Source: an optimization exercise on an open RTL-to-GDS flow (aim: small area and a short achievable clock period). Production flows keep margins and buffers that such runs may drop.
Function was checked by simulation only, so behaviour that the tests miss may differ from the original.
Power is estimated from default activity; no workload was simulated.

run 1:
==> flow/design.v <==
`default_nettype none
module dm_a22o (
  input  logic a1, a2, b1, b2,
  output logic x
);
  assign x = (a1 & a2) | (b1 & b2);
endmodule
module dm_rd8 (
  input  logic [7:0] s,
  input  logic [7:0] d,
  output logic       y
);
  logic [3:0] t;
  for (genvar i = 0; i < 4; i++) begin : g_t
    assign t[i] = ~((s[2*i] & d[2*i]) | (s[2*i+1] & d[2*i+1]));
  end
  assign y = ~&t;
endmodule
module dm_nand4 (
  input  logic a, b, c, d,
  output logic y
);
  assign y = ~(a & b & c & d);
endmodule
module dm_sign (
  input  logic [3:0] sel,
  input  logic [3:0] b7,
  output logic       s
);
  assign s = |(sel & b7);
endmodule
module dm_nand4en (
  input  logic a, b, c, d, en,
  output logic y
);
  assign y = en & ~(a & b & c & d);
endmodule
module dm_nand2 (
  input  logic a, b,
  output logic y
);
  assign y = ~(a & b);
endmodule
module dm_nor2 (
  input  logic a, b,
  output logic y
);
  assign y = ~(a | b);
endmodule
module data_mem_sized #(
  parameter int DEPTH     = 64,
  parameter int ADDR_W    = 8,
  parameter int LATENCY   = 1,
  parameter int INIT_MODE = 1
) (
  input  logic              clk,
  input  logic              rst,
  input  logic              req_valid,
  output logic              req_ready,
  input  logic              req_we,
  input  logic [1:0]        req_size,
  input  logic              req_unsigned,
  input  logic [ADDR_W-1:0] req_addr,
  input  logic [31:0]       req_wdata,
  output logic              resp_valid,
  output logic [31:0]       resp_rdata,
  output logic              resp_err,
  output logic              init_busy
);
  logic [2047:0] mem_q;    
  logic [2047:0] mem_d;
  logic        busy_q;
  logic        ready_q;
  logic [5:0]  cnt_q;
  logic        resp_valid_q;
  logic        resp_err_q;
  logic        req_err;
  logic        accept;
  logic        st;
  logic [31:0] rd_word;
  logic [31:0] load_data;
  logic [3:0]  lane_mask;
  logic [31:0] lane_data;
  assign accept = req_valid && !busy_q && !rst;
  always_comb begin
    case (req_size)
      2'b00:   req_err = 1'b0;
      2'b01:   req_err = req_addr[0];
      2'b10:   req_err = |req_addr[1:0];
      default: req_err = 1'b1;
    endcase
  end
  logic [7:0]  pre_lo, pre_hi;
  logic [63:0] rowsel;
  always_comb begin
    for (int i = 0; i < 8; i++) begin
      pre_lo[i] = (req_addr[4:2] == 3'(i));
      pre_hi[i] = (req_addr[7:5] == 3'(i));
    end
    for (int w = 0; w < 64; w++) rowsel[w] = pre_lo[w % 8] && pre_hi[w / 8];
  end
  logic       ld;           
  logic [3:0] sel0;         
  logic       sel1_lo;      
  logic       sel1_hi;      
  logic       sel1_s;       
  logic       selw;         
  logic [3:0] ssel;         
  assign ld = !req_we && !req_err;
  always_comb begin
    sel0    = 4'b0000;
    sel1_lo = 1'b0;
    sel1_hi = 1'b0;
    sel1_s  = 1'b0;
    selw    = 1'b0;
    ssel    = 4'b0000;
    case (req_size)
      2'b00: begin
        sel0   = 4'b0001 << req_addr[1:0];
        sel1_s = 1'b1;
        ssel   = req_unsigned ? 4'b0000 : (4'b0001 << req_addr[1:0]);
      end
      2'b01: begin
        sel0    = req_addr[1] ? 4'b0100 : 4'b0001;
        sel1_lo = !req_addr[1];
        sel1_hi = req_addr[1];
        ssel    = req_unsigned ? 4'b0000 : (req_addr[1] ? 4'b1000 : 4'b0010);
      end
      default: begin
        sel0    = 4'b0001;
        sel1_lo = 1'b1;
        selw    = 1'b1;
      end
    endcase
    if (!ld) begin
      sel0    = 4'b0000;
      sel1_lo = 1'b0;
      sel1_hi = 1'b0;
      sel1_s  = 1'b0;
      selw    = 1'b0;
    end
  end
  logic [63:0] sgn_w;
  for (genvar w = 0; w < 64; w++) begin : g_sgnw
    dm_sign u_sgn (
      .sel(ssel),
      .b7({mem_q[32*w+31], mem_q[32*w+23], mem_q[32*w+15], mem_q[32*w+7]}),
      .s(sgn_w[w])
    );
  end
  logic [2:0] sgn;
  for (genvar j = 0; j < 33; j++) begin : g_rcol
    logic [7:0]  t2;
    logic [3:0]  t3;
    for (genvar g = 0; g < 8; g++) begin : g_l2
      logic [7:0] dcol;
      for (genvar i = 0; i < 8; i++) begin : g_d
        assign dcol[i] = (j < 32) ? mem_q[32*(8*g+i)+(j % 32)] : sgn_w[8*g+i];
      end
      dm_rd8 u_g (.s(rowsel[8*g +: 8]), .d(dcol), .y(t2[g]));
    end
    for (genvar g = 0; g < 4; g++) begin : g_l3
      dm_nor2 u_g (.a(t2[2*g]), .b(t2[2*g+1]), .y(t3[g]));
    end
    if (j < 32) begin : g_data
      dm_nand4 u_l4 (.a(t3[0]), .b(t3[1]), .c(t3[2]), .d(t3[3]), .y(rd_word[j]));
    end else begin : g_sign
      for (genvar c = 0; c < 3; c++) begin : g_c
        dm_nand4en u_l4 (.a(t3[0]), .b(t3[1]), .c(t3[2]), .d(t3[3]),
                         .en(c == 0 ? sel1_s : ld), .y(sgn[c]));
      end
    end
  end
  logic [31:0] rdw_q;
  logic [2:0]  sgn_q;
  logic [3:0]  sel0_q;
  logic        sel1_lo_q, sel1_hi_q, selw_q;
  always_ff @(posedge clk) begin
    rdw_q     <= rd_word;
    sgn_q     <= sgn;
    sel0_q    <= sel0;
    sel1_lo_q <= sel1_lo;
    sel1_hi_q <= sel1_hi;
    selw_q    <= selw;
  end
  always_comb begin
    for (int k = 0; k < 8; k++) begin
      load_data[k]    = (sel0_q[0] & rdw_q[k])      | (sel0_q[1] & rdw_q[8+k])
                      | (sel0_q[2] & rdw_q[16+k])   | (sel0_q[3] & rdw_q[24+k]);
      load_data[8+k]  = (sel1_lo_q & rdw_q[8+k]) | (sel1_hi_q & rdw_q[24+k]) | sgn_q[0];
      load_data[16+k] = (selw_q & rdw_q[16+k]) | sgn_q[1];
      load_data[24+k] = (selw_q & rdw_q[24+k]) | sgn_q[2];
    end
  end
  assign st = accept && req_we && !req_err;
  always_comb begin
    case (req_size)
      2'b00: begin
        lane_mask = 4'b0001 << req_addr[1:0];
        lane_data = {4{req_wdata[7:0]}};
      end
      2'b01: begin
        lane_mask = req_addr[1] ? 4'b1100 : 4'b0011;
        lane_data = {2{req_wdata[15:0]}};
      end
      default: begin
        lane_mask = 4'b1111;
        lane_data = req_wdata;
      end
    endcase
  end
  logic [3:0]  lane_en;
  logic [31:0] wd0, wd1;
  assign lane_en = st ? lane_mask : 4'h0;
  assign wd0 = busy_q ? 32'h0 : lane_data;
  assign wd1 = busy_q ? 32'h1F : lane_data;
  logic [7:0]  wpre_lo, wpre_hi;
  logic [63:0] wrow, wrow_n;
  logic [3:0]  wlane, wlane_n;
  always_comb begin
    for (int i = 0; i < 8; i++) begin
      wpre_lo[i] = busy_q || pre_lo[i];
      wpre_hi[i] = busy_q || pre_hi[i];
    end
    for (int w = 0; w < 64; w++) begin
      wrow[w]   = wpre_lo[w % 8] && wpre_hi[w / 8];
      wrow_n[w] = !(wpre_lo[w % 8] && wpre_hi[w / 8]);
    end
    wlane   = lane_en | {4{busy_q}};
    wlane_n = ~(lane_en | {4{busy_q}});
  end
  for (genvar w = 0; w < 64; w++) begin : g_word
    for (genvar b = 0; b < 4; b++) begin : g_lane
      logic wen, hold;
      dm_nor2  u_wen  (.a(wrow_n[w]), .b(wlane_n[b]), .y(wen));
      dm_nand2 u_hold (.a(wrow[w]),   .b(wlane[b]),   .y(hold));
      for (genvar j = 0; j < 8; j++) begin : g_bit
        localparam int K = 8*b + j;
        dm_a22o u_nxt (
          .a1(wen),  .a2((((w % 32) >> K) & 1) != 0 ? wd1[K] : wd0[K]),
          .b1(hold), .b2(mem_q[32*w+K]),
          .x(mem_d[32*w+K])
        );
      end
    end
  end
  always_ff @(posedge clk) begin
    mem_q <= mem_d;
  end
  always_ff @(posedge clk) begin
    if (rst) begin
      busy_q  <= 1'b1;
      ready_q <= 1'b0;
      cnt_q   <= 6'd0;
    end else if (busy_q) begin
      cnt_q <= cnt_q + 6'd1;
      if (cnt_q == 6'd63) begin
        busy_q  <= 1'b0;
        ready_q <= 1'b1;
      end
    end
  end
  always_ff @(posedge clk) begin
    resp_valid_q <= accept;
    resp_err_q   <= req_err;
  end
  assign req_ready  = ready_q;
  assign init_busy  = busy_q;
  assign resp_valid = resp_valid_q;
  assign resp_rdata = load_data;
  assign resp_err   = resp_err_q;
endmodule
`default_nettype wire
make LEC_CHECK=0 CAP_MARGIN=20 CORE_MARGIN=2 CORE_UTILIZATION=47 CTS_CLUSTER_DIAMETER=100 CTS_CLUSTER_SIZE=25 GPL_ROUTABILITY_DRIVEN=0 PLACE_DENSITY=0.57 SETUP_SLACK_MARGIN=5 SLEW_MARGIN=20 SYNTH_HIERARCHICAL=1 TNS_END_PERCENT=100 finish   # period 8.0 ns
run.sh (not shown) runs the stock make flow with config.mk's settings and CLKGATE_MAP_FILE= SYNTH_SCRIPT=/design/flow/synth_recipe.tcl, a recipe that flattens the netlist after the stock synthesis.
diff inputs: run 1 => run 2
--- a/flow/config.mk
+++ b/flow/config.mk
@@ -8,9 +8,8 @@
 export CAP_MARGIN = 20
 export CORE_MARGIN = 2
-export CORE_UTILIZATION = 47
+export CORE_UTILIZATION = 40
 export CTS_CLUSTER_DIAMETER = 100
 export CTS_CLUSTER_SIZE = 25
-export GPL_ROUTABILITY_DRIVEN = 0
-export PLACE_DENSITY = 0.57
+export PLACE_DENSITY = 0.5
 export SETUP_SLACK_MARGIN = 5
 export SLEW_MARGIN = 20
==> comparison <==
Run 2 ran to completion and came out clean on the timing, design-rule and antenna checks. In run 2, the global-route usage came out 4.9 points below the value in run 1. Relative to run 1, total chip power has increased by about 2.4% in run 2. Compared with run 1, run 2 shows a lower met1 routing resource usage after global routing. Diff run 1 -> run 2: cell area climbed 2.4%; post-route minimum period decreased 0.012 ns; area of the core +about 18%; utilization went down. Run 2: headroom to the max-slew limit higher than run 1. Relative to run 1, the routed via count of run 2 is lower by 1370. Run 2 against run 1: worst setup slack rose by 0.012 ns, combinational power went up by about 12%.
What run 3 does differently from run 2 at the input level:
--- a/flow/config.mk
+++ b/flow/config.mk
@@ -8,8 +8,9 @@
 export CAP_MARGIN = 20
 export CORE_MARGIN = 2
-export CORE_UTILIZATION = 40
-export CTS_CLUSTER_DIAMETER = 100
-export CTS_CLUSTER_SIZE = 25
-export PLACE_DENSITY = 0.5
+export CORE_UTILIZATION = 47
+export CTS_BUF_LIST = sky130_fd_sc_hd__clkbuf_8
+export CTS_CLUSTER_DIAMETER = 80
+export CTS_CLUSTER_SIZE = 16
+export PLACE_DENSITY = 0.57
 export SETUP_SLACK_MARGIN = 5
 export SLEW_MARGIN = 20
==> notes.md <==
Against run 2, run 3 comes in 0.20 ns higher on time the worst path needs with I/O delays and setup. Run 3 ended up with a lower total setup buffers inserted after CTS than run 2 did. Run 2 -> run 3: post-synth design cell area delta 0, exact match. The cell with the largest stage delay on the worst path comes out sky130_fd_sc_hd__a221o_2 in one run and sky130_fd_sc_hd__dfxtp_4 in the other, namely in run 3 and run 2 respectively. Measured against each other, run 3 and run 2 differ in proportion of total power due to net switching, the lower figure coming from run 2. Against run 2, non-clock buffer count in run 3 fell by more than 10%. The first element of the critical path comes out rdw_q[11]$_DFF_P_ in one run and rdw_q[24]$_DFF_P_ in the other, namely in run 2 and run 3 respectively. Overall power ended up about 4% lower on run 3 than on run 2. Fraction of the cycle the final worst path needs (higher): run 3.
What run 4 does differently from run 3 at the input level:
--- a/flow/config.mk
+++ b/flow/config.mk
@@ -9,7 +9,6 @@
 export CORE_MARGIN = 2
 export CORE_UTILIZATION = 47
-export CTS_BUF_LIST = sky130_fd_sc_hd__clkbuf_8
-export CTS_CLUSTER_DIAMETER = 80
-export CTS_CLUSTER_SIZE = 16
+export CTS_CLUSTER_DIAMETER = 100
+export CTS_CLUSTER_SIZE = 25
 export PLACE_DENSITY = 0.57
 export SETUP_SLACK_MARGIN = 5
Notes after the runs:
Run 4 against run 3: proportion of cell area occupied by registers down 0.91 points; design area up about 2%. Worst hold slack across run 4 and run 3: no real change. In the reports for run 4 and run 3, the smaller non-clock buffer count belongs to run 3. Compared with run 3, run 4 shows area overhead of the layout relative to synthesis higher by 2.2 points. Compared with run 3, run 4 shows a higher worst setup slack. Going from run 3 to run 4, the via count was found to have gone up by 623.
Inputs modified between run 4 and run 5:
--- a/flow/config.mk
+++ b/flow/config.mk
@@ -6,5 +6,5 @@
 export NUM_CORES = 4
 export LEC_CHECK = 0
-export CAP_MARGIN = 20
+export CAP_MARGIN = 0
 export CORE_MARGIN = 2
 export CORE_UTILIZATION = 47
@@ -13,5 +13,5 @@
 export PLACE_DENSITY = 0.57
 export SETUP_SLACK_MARGIN = 5
-export SLEW_MARGIN = 20
+export SLEW_MARGIN = 0
 export SYNTH_HIERARCHICAL = 1
 export TNS_END_PERCENT = 100
## What came out
[run 5] utilization after layout rose 0.54 points relative to run 4
Total power of run 5 is on par with run 4.
Run 5 reports a higher cell area than run 4 does.

[port drivers added, routing unchanged]
The flow's constraints put no driver on any port. The routed layouts listed below were extracted and timed again, unchanged, in two steps. Step 1, drivers: a clkbuf_16 drives clk and a buf_2 each remaining input, both assumed. Step 2 times the ports against the registers' clock, not the clock port: input delays grow and output delays shrink by t, the midpoint of the rising clock arrivals with the driver on. Three values: no drivers, after step 1, after step 2; two values: the first two.
run	t (ns)	slack for setup (ns)	cell pins on the clock port's net
run 1	0.833	4.579 / 4.499 / 3.943	1
run 2	0.873	4.591 / 4.510 / 3.860	1
run 3	1.012	4.386 / 4.308 / 3.847	1
run 4	0.833	4.579 / 4.499 / 3.943	1
run 5	0.847	4.564 / 4.470 / 3.913	1
After both steps setup and hold are still met in every run listed. The setup slack of run 2, which loses most, moves by -0.081 ns with the drivers and by -0.731 ns with both steps.
